Source: an optimization exercise on an open RTL-to-GDS flow (aim: small area, a short achievable clock period and few clock cycles). Production flows keep margins and buffers that such runs may drop. Only simulation tests tie the RTL to the original design; equivalence was not proved.

==> 06-20: inputs <==
## fc_layer_top
module fc_layer_top (
	input  logic                     clk,
	input  logic                     reset_n,
	input  logic                     i_run,       
	input  fc_ctrl_pkg::cnt_t        i_num_cnt,   
	input  fc_data_pkg::data_t       i_node,      
	input  fc_data_pkg::weight_vec_t i_weights,   
	output logic                     o_idle,
	output logic                     o_read,
	output logic                     o_write,
	output logic                     o_done,
	output fc_ctrl_pkg::mem_req_t    o_mem_req,
	output fc_data_pkg::result_vec_t o_results
);
	logic              busy_q;      
	logic              busy_o_q;    
	logic              ce_q;        
	logic              write_q;     
	logic              done_q;
	logic              dv_q;        
	logic              clr_q;       
	logic [5:0]        last_q;      
	fc_ctrl_pkg::cnt_t addr_q;      
	logic              start;
	logic              read_last;
	logic [8:0]                node_x;   
	logic [3:0]                         one, two, neg;
	logic [3:0]                         one_q, two_q, neg_q;
	logic [4*8-1:0] weights_q;
	logic [4*32-1:0]  results_flat;
	assign start     = i_run & ~busy_q;
	assign read_last = ce_q & (addr_q == '0);
	always_ff @(posedge clk or negedge reset_n) begin
		if (!reset_n) begin
			busy_q  <= 1'b0;
			busy_o_q <= 1'b0;
			ce_q    <= 1'b0;
			write_q <= 1'b0;
			done_q  <= 1'b0;
			dv_q    <= 1'b0;
			clr_q   <= 1'b0;
			last_q  <= '0;
		end else begin
			busy_q  <= start | (busy_q & ~done_q);
			busy_o_q <= start | (busy_o_q & ~done_q);
			ce_q    <= start | (ce_q & ~read_last);
			write_q <= start | (write_q & ~last_q[5]);
			done_q  <= last_q[5];
			dv_q    <= ce_q;
			clr_q   <= start;
			last_q  <= {last_q[4:0], read_last};
		end
	end
	always_ff @(posedge clk) begin
		if (!busy_q) begin
			addr_q <= i_num_cnt - fc_ctrl_pkg::cnt_t'(1);
  ...
==> flow/config.mk <==
export PLATFORM = sky130hd
export DESIGN_NAME = fc_layer_top
export DESIGN_NICKNAME = fc_layer_top
export VERILOG_FILES = /design/flow/design.v
export SDC_FILE = /design/flow/constraint.sdc
export NUM_CORES = 4
export LEC_CHECK = 0
export CAP_MARGIN = 20
export CORE_MARGIN = 2
export CORE_UTILIZATION = 65
export CTS_CLUSTER_DIAMETER = 100
export CTS_CLUSTER_SIZE = 30
export PLACE_DENSITY = 0.8
export SETUP_SLACK_MARGIN = 5.0
export SLEW_MARGIN = 20
==> flow/constraint.sdc <==
create_clock -name core_clock -period 8.0 [get_ports {clk}]
set_input_delay 1.6000 -clock core_clock [delete_from_list [all_inputs] [get_ports {clk}]]
set_output_delay 1.6000 -clock core_clock [all_outputs]
set_load 0.01 [all_outputs]
standard.sh (not shown) runs the stock make flow with config.mk's settings and CLKGATE_MAP_FILE= SYNTH_SCRIPT=/design/flow/synth_recipe.tcl, a recipe that flattens the netlist after the stock synthesis.
==> flow/flow/run.sh <==
#!/bin/bash
# Standard layout (standard.sh, unchanged synthesis), with two changes:
# plain buffers on the ports instead of delay buffers, and timing repair
# aiming further below the clock period. The make output goes to make.log in
# the work folder; ORFS keeps each step's own log under orfs/logs/.
set -euo pipefail
cd "$(dirname "$0")/.."
bash standard.sh "BUFFER_PORTS_ARGS=-buffer_cell sky130_fd_sc_hd__buf_2" \
	SETUP_SLACK_MARGIN=5.3 finish > make.log 2>&1
==> 03-12 (differences from 06-20) <==
--- a/flow/config.mk
+++ b/flow/config.mk
@@ -7,9 +7,9 @@
 export LEC_CHECK = 0
 export CAP_MARGIN = 20
 export CORE_MARGIN = 2
-export CORE_UTILIZATION = 65
+export CORE_UTILIZATION = 55
 export CTS_CLUSTER_DIAMETER = 100
 export CTS_CLUSTER_SIZE = 30
-export PLACE_DENSITY = 0.8
+export PLACE_DENSITY = 0.7
 export SETUP_SLACK_MARGIN = 5.0
 export SLEW_MARGIN = 20
==> 11-27 (differences from 06-20) <==
--- a/flow/flow/run.sh
+++ b/flow/flow/run.sh
@@ -6,4 +6,4 @@
 set -euo pipefail
 cd "$(dirname "$0")/.."
 bash standard.sh "BUFFER_PORTS_ARGS=-buffer_cell sky130_fd_sc_hd__buf_2" \
-	SETUP_SLACK_MARGIN=5.3 finish > make.log 2>&1
+	SETUP_SLACK_MARGIN=5.35 finish > make.log 2>&1
--- a/flow/config.mk
+++ b/flow/config.mk
@@ -7,9 +7,9 @@
 export LEC_CHECK = 0
 export CAP_MARGIN = 20
 export CORE_MARGIN = 2
-export CORE_UTILIZATION = 65
+export CORE_UTILIZATION = 55
 export CTS_CLUSTER_DIAMETER = 100
 export CTS_CLUSTER_SIZE = 30
-export PLACE_DENSITY = 0.8
+export PLACE_DENSITY = 0.7
 export SETUP_SLACK_MARGIN = 5.0
 export SLEW_MARGIN = 20
==> run notes <==
03-12 went through all stages and came out clean. 06-20 finished with timing, DRC and antenna clean. 11-27 produced a clean layout. Sequential share of layout area, lowest first: 11-27, 06-20, 03-12. Between 11-27 and 06-20, the lower non-clock buffer count is in 06-20 (gap 69). The highest clock skew belongs to 06-20, the lowest to 03-12. Setup slack: 03-12 > 11-27 > 06-20. Of 03-12 and 11-27, 11-27 has the higher core utilization (gap 2.9 points). In 06-20 the first-iteration DRC count is higher than in 11-27, by about 2.2%.
==> figures <==
quantity                                                               06-20       03-12       11-27
Crit path buffers/inverters                                                1           1           2
GR Util met2                                                           0.446       0.368       0.368
Initial core utilization                                               0.665       0.555       0.555
Share of the clock period used by the worst path                       0.334       0.333       0.334
Met1 usage                                                             0.329       0.289       0.296
Clock latency reported for the late side of the worst-skew pair       520 ps      510 ps      510 ps
Vias in the first global route                                         11500       11100       11400
Met2 WL post-DR                                                      17.2 mm     16.5 mm     17.3 mm
Resized cells post-CTS                                                    54          56         164
Result of the run                                   timing/DRC/antenna clean  timing/DRC/antenna clean  timing/DRC/antenna clean
Relative area of clock buffers and inverters in the final design      0.0239      0.0228      0.0222
Setup repair after global routing missed its margin                       no         yes         yes
Clock transition at the registers of the reported paths               110 ps      110 ps      120 ps
Cell area reported after detailed placement                       17800 um^2  17800 um^2  17800 um^2
Critical path destination                                             o_done      o_read      o_idle
Worst clock skew                                                     29.4 ps     12.6 ps     18.0 ps
Metal1 wirelength                                                    14.5 mm     15.2 mm     15.6 mm
Testbench counts of 06-20, summed over its fixed seeds: cycles 36,227.
Testbench counts of 03-12, summed over its fixed seeds: cycles 36,227.
Testbench counts of 11-27, summed over its fixed seeds: cycles 36,227.

==> static timing again, ports no longer ideal <==
The results above use ideal ports. As a check the final layouts listed here were re-extracted and re-timed, cells and wires unchanged. Step 1 assumes that a clkbuf_16 drives the clock port and a buf_2 every other input. Step 2 times the ports against the registers' clock, not the clock port: input delays grow and output delays shrink by t, the midpoint of the rising clock arrivals with the driver on. a / b / c = ideal ports / drivers / drivers and shift; a / b = the first two.
run | t (ns) | setup slack, ns | worst setup path at the end | latest minus earliest clock arrival (ns) | worst data-port slew with drivers (ns)
06-20 | 0.553 | 5.324 / 5.274 / 5.045 | input to register | 0.031 / 0.032 | 0.07
03-12 | 0.556 | 5.333 / 5.280 / 5.051 | input to register | 0.014 / 0.014 | 0.06
11-27 | 0.552 | 5.330 / 5.279 / 5.095 | input to register | 0.024 / 0.024 | 0.07
After both steps every run listed still meets setup and hold. The setup slack of 03-12, which loses most, moves by -0.053 ns with the drivers and by -0.282 ns with both steps.
